From an optimization exercise on the open Yosys and OpenROAD flow, aimed at small area and a short achievable clock period; shortcuts taken in it are not production practice. Function was checked by simulation only, so behaviour that the tests miss may differ from the original. Power is estimated from default activity; no workload was simulated.

Setup of run A:
==> flow/design.v <==
`default_nettype none
module pic16_core (
   input  logic        clk,
   input  logic        arst_n,
   input  logic [13:0] op_code,
   input  logic [4:0]  port_a_data_in,
   input  logic [7:0]  port_b_data_in,
   output logic [12:0] pc_out,
   output logic        nop_out,
   output logic        z,
   output logic [4:0]  port_a_tris,
   output logic [4:0]  port_a_data_out,
   output logic [7:0]  port_b_tris,
   output logic [7:0]  port_b_data_out
);
   localparam int RAM_LO = 12;      
   localparam int RAM_N  = 68;      
   logic [1:0]  ph;                 
   logic        rst_q;              
   logic [13:0] ir;
   logic [7:0]  t_q;                
   logic        cn_q;               
   logic        dcn_q;              
   logic [7:0]  w_q;
   logic        c_q, dc_q, rp0_q;
   logic        hold_q;             
   logic [2:0]  sp_q;
   logic [12:0] stack_q [8];
   logic [7:0]  ram_q [RAM_N];
   wire q2 = (ph == 2'd1);
   wire q4 = (ph == 2'd3);
   wire ex = nop_out;                
   always_ff @(posedge clk or negedge arst_n) begin
      if (!arst_n) begin
         ph    <= 2'd0;
         rst_q <= 1'b1;
      end else begin
         ph    <= ph + 2'd1;
         rst_q <= 1'b0;
      end
   end
   always_ff @(posedge clk) begin
      ir <= op_code;
   end
   wire [1:0] cls = ir[13:12];
   wire [3:0] sub = ir[11:8];
   wire [6:0] fa  = ir[6:0];
   wire       d   = ir[7];
   wire is_byte = (cls == 2'b00);
   wire is_bit  = (cls == 2'b01);
   wire is_jmp  = (cls == 2'b10);
   wire is_lit  = (cls == 2'b11);
   wire to_file = (is_byte & d) | (is_bit & ~ir[11]);
   wire to_w    = (is_byte & ~d & (sub != 4'd0)) | (is_lit & (sub != 4'b1011));
   wire sub_op  = (is_byte & (sub == 4'b0010)) | (is_lit & (sub[3:1] == 3'b110));
   wire addsub  = (is_byte & ((sub == 4'b0010) | (sub == 4'b0111))) | (is_lit & (sub[3:2] == 2'b11));
   wire rot     = is_byte & (sub[3:1] == 3'b110);
   wire fz      = addsub
                | (is_byte & ((sub == 4'd1) | (sub == 4'd3) | (sub == 4'd4) | (sub == 4'd5) |
                              (sub == 4'd6) | (sub == 4'd8) | (sub == 4'd9) | (sub == 4'd10)))
                | (is_lit & ((sub == 4'd8) | (sub == 4'd9) | (sub == 4'd10)));
   wire skip_z  = (is_byte & ((sub == 4'b1011) | (sub == 4'b1111))) | (is_bit & (ir[11:10] == 2'b10));
   wire skip_nz = is_bit & (ir[11:10] == 2'b11);
   wire is_ret  = (ir == 14'h0008) | (is_lit & (sub[3:2] == 2'b01));
   wire is_call = is_jmp & ~ir[11];
   wire branch  = is_jmp | is_ret;
   wire sel_status = (fa == 7'h03);
   wire sel_a      = (fa == 7'h05);
   wire sel_b      = (fa == 7'h06);
   logic [7:0] rd;
   always_comb begin
      rd = '0;
      for (int i = 0; i < RAM_N; i++)
         rd = rd | (ram_q[i] & {8{fa == 7'(RAM_LO + i)}});
      if (sel_status) rd = {2'b00, rp0_q, 2'b00, z, dc_q, c_q};
      if (sel_a) rd = rp0_q ? {3'b000, port_a_tris}
                            : {3'b000, (port_a_data_in & port_a_tris) | (port_a_data_out & ~port_a_tris)};
      if (sel_b) rd = rp0_q ? port_b_tris
                            : (port_b_data_in & port_b_tris) | (port_b_data_out & ~port_b_tris);
      if (is_lit) rd = ir[7:0];
   end
   logic [3:0] lut_q;        
   logic       smask_q;      
   logic       ssum_q;       
   logic [1:0] perm_q;       
   logic       yw_q;         
   logic       yinv_q;       
   logic       ci_q;         
   logic       rl_q;         
   logic [3:0] lut_d;
   logic [1:0] perm_d;
   always_comb begin
      lut_d  = 4'b1100;                                      
      perm_d = 2'd0;
      case (cls)
         2'b00: case (sub)
            4'd0:  lut_d = 4'b1010;                          
            4'd1:  lut_d = 4'b0000;                          
            4'd4:  lut_d = 4'b1110;                          
            4'd5:  lut_d = 4'b1000;                          
            4'd6:  lut_d = 4'b0110;                          
            4'd9:  lut_d = 4'b0011;                          
            4'd12: perm_d = 2'd1;                            
            4'd13: perm_d = 2'd2;                            
            4'd14: perm_d = 2'd3;                            
            default: ;
         endcase
         2'b01: case (ir[11:10])
            2'b00:   lut_d = 4'b0100;                        
            2'b01:   lut_d = 4'b1110;                        
            default: lut_d = 4'b1000;                        
         endcase
         2'b11: case (sub)
            4'd8:    lut_d = 4'b1110;
            4'd9:    lut_d = 4'b1000;
            4'd10:   lut_d = 4'b0110;
            default: ;
         endcase
         default: ;
      endcase
   end
   wire dec_op = is_byte & ((sub == 4'b0011) | (sub == 4'b1011));
   wire inc_op = is_byte & ((sub == 4'b1010) | (sub == 4'b1111));
   always_ff @(posedge clk) begin
      lut_q   <= lut_d;
      perm_q  <= perm_d;
      smask_q <= is_bit;
      ssum_q  <= addsub | dec_op | inc_op;
      yw_q    <= ~(dec_op | inc_op);
      yinv_q  <= sub_op | dec_op;
      ci_q    <= sub_op | inc_op;
      rl_q    <= sub[0];
   end
   wire [7:0] mask = 8'd1 << ir[9:7];
   wire [7:0] y    = ({8{yw_q}} & w_q) ^ {8{yinv_q}};
   wire [8:0] sum  = {1'b0, t_q} + {1'b0, y} + {8'd0, ci_q};
   wire [7:0] s_op = smask_q ? mask : w_q;
   logic [7:0] tp;
   always_comb begin
      case (perm_q)
         2'd1:    tp = {c_q, t_q[7:1]};
         2'd2:    tp = {t_q[6:0], c_q};
         2'd3:    tp = {t_q[3:0], t_q[7:4]};
         default: tp = t_q;
      endcase
   end
   logic [7:0] alu;
   always_comb begin
      for (int i = 0; i < 8; i++) alu[i] = lut_q[{tp[i], s_op[i]}];
      if (ssum_q) alu = sum[7:0];
   end
   wire c_new  = ssum_q ? sum[8] : (rl_q ? t_q[7] : t_q[0]);
   wire dc_new = t_q[4] ^ y[4] ^ sum[4];
   always_ff @(posedge clk) begin
      t_q   <= q2 ? rd : alu;
      cn_q  <= c_new;
      dcn_q <= dc_new;
   end
   wire q3 = (ph == 2'd2);
   logic wf_q, ww_q, fc_q, fdc_q, fz_q;
   logic jmp_q, ret_q, call_q, inc_q, br_q, skz_q, sknz_q;
   always_ff @(posedge clk) begin
      wf_q   <= q3 & ex & to_file;
      ww_q   <= q3 & ex & to_w;
      fc_q   <= q3 & ex & (addsub | rot);
      fdc_q  <= q3 & ex & addsub;
      fz_q   <= q3 & ex & fz;
      jmp_q  <= q3 & ex & is_jmp;
      ret_q  <= q3 & ex & is_ret;
      call_q <= q3 & ex & is_call;
      inc_q  <= q3 & (ex ? ~branch : ~hold_q);
      br_q   <= q3 & ex & branch;
      skz_q  <= q3 & ex & skip_z;
      sknz_q <= q3 & ex & skip_nz;
   end
   wire       zr = (t_q == 8'd0);
   wire [7:0] wd = t_q & {8{~rst_q}};         
   for (genvar i = 0; i < RAM_N; i++) begin : g_ram
      always_ff @(posedge clk) begin
         if ((wf_q & (fa == 7'(RAM_LO + i))) | rst_q) ram_q[i] <= wd;
      end
   end
   always_ff @(posedge clk) begin
      if (ww_q | rst_q) w_q <= wd;
   end
   logic [4:0] ntris_a_q;
   logic [7:0] ntris_b_q;
   assign port_a_tris = ~ntris_a_q;
   assign port_b_tris = ~ntris_b_q;
   always_ff @(posedge clk or negedge arst_n) begin
      if (!arst_n) begin
         c_q             <= 1'b0;
         dc_q            <= 1'b0;
         z               <= 1'b0;
         rp0_q           <= 1'b0;
         port_a_data_out <= '0;
         port_b_data_out <= '0;
         ntris_a_q       <= '0;
         ntris_b_q       <= '0;
      end else begin
         if (wf_q & sel_status) begin
            c_q   <= t_q[0];
            dc_q  <= t_q[1];
            z     <= t_q[2];
            rp0_q <= t_q[5];
         end
         if (fc_q)  c_q  <= cn_q;                  
         if (fdc_q) dc_q <= dcn_q;
         if (fz_q)  z    <= zr;
         if (wf_q & sel_a & ~rp0_q) port_a_data_out <= t_q[4:0];
         if (wf_q & sel_a &  rp0_q) ntris_a_q       <= ~t_q[4:0];
         if (wf_q & sel_b & ~rp0_q) port_b_data_out <= t_q;
         if (wf_q & sel_b &  rp0_q) ntris_b_q       <= ~t_q;
      end
   end
   logic       sq_q;                           
   wire [12:0] pc_inc = pc_out + 13'd1;
   wire [2:0]  sp_m1  = sp_q - 3'd1;
   assign nop_out = ~sq_q;
   always_ff @(posedge clk or negedge arst_n) begin
      if (!arst_n) begin
         pc_out <= '0;
         sp_q   <= '0;
         sq_q   <= 1'b0;
         hold_q <= 1'b0;
      end else begin
         if (jmp_q)      pc_out <= {2'b00, ir[10:0]};
         else if (ret_q) pc_out <= stack_q[sp_m1];
         else if (inc_q) pc_out <= pc_inc;
         if (call_q)     sp_q <= sp_q + 3'd1;
         else if (ret_q) sp_q <= sp_m1;
         if (q4) begin
            sq_q   <= br_q | (skz_q & zr) | (sknz_q & ~zr);
            hold_q <= br_q;
         end
      end
   end
   for (genvar i = 0; i < 8; i++) begin : g_stack
      always_ff @(posedge clk) begin
         if (call_q & ~rst_q & (sp_q == 3'(i))) stack_q[i] <= pc_inc;
      end
   end
endmodule
`default_nettype wire
export LEC_CHECK = 0
export CAP_MARGIN = 20
export CORE_MARGIN = 2
export CORE_UTILIZATION = 40
export SLEW_MARGIN = 20
create_clock -name core_clock -period 10.0 [get_ports {clk}]
standard.sh (not shown) runs the stock make flow with config.mk's settings and CLKGATE_MAP_FILE= SYNTH_SCRIPT=/design/flow/synth_recipe.tcl, a recipe that flattens the netlist after the stock synthesis.
==> flow/flow/run.sh <==
#!/bin/bash
# Standard layout, with timing repair aiming 7 ns below the 10 ns clock period.
set -euo pipefail
bash standard.sh SETUP_SLACK_MARGIN=7 CORE_UTILIZATION=70 PLACE_DENSITY=0.74 CTS_CLUSTER_SIZE=28 CTS_CLUSTER_DIAMETER=100 finish > standard_make.log 2>&1
Modified inputs, run B compared to run A
==> flow/flow/run.sh <==
#!/bin/bash
# Standard layout, with timing repair aiming 7 ns below the 10 ns clock period.
set -euo pipefail
bash standard.sh SETUP_SLACK_MARGIN=7 CORE_UTILIZATION=60 finish > standard_make.log 2>&1
- Run A finished end to end and its layout was clean on timing, DRC and antenna.
- Looking at the reports, run B completed the entire flow and the layout it produced met the timing, DRC and antenna checks.
- In the tables for run A and run B, combinational power share reads lower with run B.
- Relative max-transition margin in run B is 3.0 points higher than in run A
- Higher part of the total power dissipated in the clock network among run A and run B: run B
- Compared with run A, run B degrades routed wire length.
- Against run A, run B comes in 0.02 ns lower on register-to-register slack.
- The lower vertical die dimension of run A and run B is in run A.
- Run A has lower signed area change from the synthesized netlist to the final layout than run B.
- What run A reported for cell area has to be multiplied by 1.05 to get the figure for run B.
Input-level comparison between run C and run B:
-- flow/flow/run.sh --
<<< run B, line 4
bash standard.sh SETUP_SLACK_MARGIN=7 CORE_UTILIZATION=60 finish > standard_make.log 2>&1
>>> run C, line 4
bash standard.sh SETUP_SLACK_MARGIN=7 CORE_UTILIZATION=60 CTS_CLUSTER_SIZE=28 CTS_CLUSTER_DIAMETER=100 finish > standard_make.log 2>&1
[summary]
The final cell count number comes out higher for run B vs run C. Net switching power of the design (run C vs. run B) decreases by more than 10%. Run C finished every step from synthesis to the final layout, and the layout passed the timing, DRC and antenna checks. Run B went all the way through the flow, and no timing, DRC or antenna check failed. | aggregate routed wire length | run C vs run B | better |.
### run C -> run D
==> flow/flow/run.sh <==
#!/bin/bash
# Standard layout, with timing repair aiming 6.75 ns below the 10 ns clock period.
set -euo pipefail
bash standard.sh SETUP_SLACK_MARGIN=6.75 CORE_UTILIZATION=60 CTS_CLUSTER_SIZE=28 CTS_CLUSTER_DIAMETER=100 finish > standard_make.log 2>&1
## What came out
Startpoint of the worst setup timing path: ntris_a_q[4]$_DFFE_PN0P_ -> run C, ir[3]$_DFF_P_ -> run D
Diff run C -> run D: clock-net power has decreased; share of total power in combinational logic now sits at about the same level; wire length of the first global-routing pass shrank by 1.1%; worst setup slack shrank by 0.087 ns.
For count of placed standard cells including taps, run C and run D come out practically identical.
The latest clock arrival within the worst-skew pair in run D was higher than what run C gave.

[re-timing with driven ports]
Ports are ideal in the flow. The routed layouts listed here were re-timed in OpenROAD.
Step 1 assumes that a clkbuf_16 drives the clock port and a buf_2 every other input.
Step 2 also shifts input and output timing later by t, the mid clock arrival at the registers, as if the neighbouring blocks saw the same clock.
Slacks: ideal ports / drivers / drivers and shift; pairs: ideal ports / drivers.
run	t (ns)	setup slack, ns	hold WS [ns]	clock arrival spread, ns
run A	0.724	6.720 / 6.659 / 6.162	0.448 / 0.448 / 0.448	0.031 / 0.031
run B	0.680	6.795 / 6.735 / 6.208	0.434 / 0.434 / 0.434	0.034 / 0.034
run C	0.659	6.791 / 6.730 / 6.169	0.446 / 0.446 / 0.446	0.062 / 0.062
run D	0.693	6.705 / 6.690 / 6.105	0.455 / 0.455 / 0.455	0.050 / 0.050
After both steps setup and hold are still met in every run listed. The setup slack of run C, which loses most, moves by -0.061 ns with the drivers and by -0.622 ns with both steps.
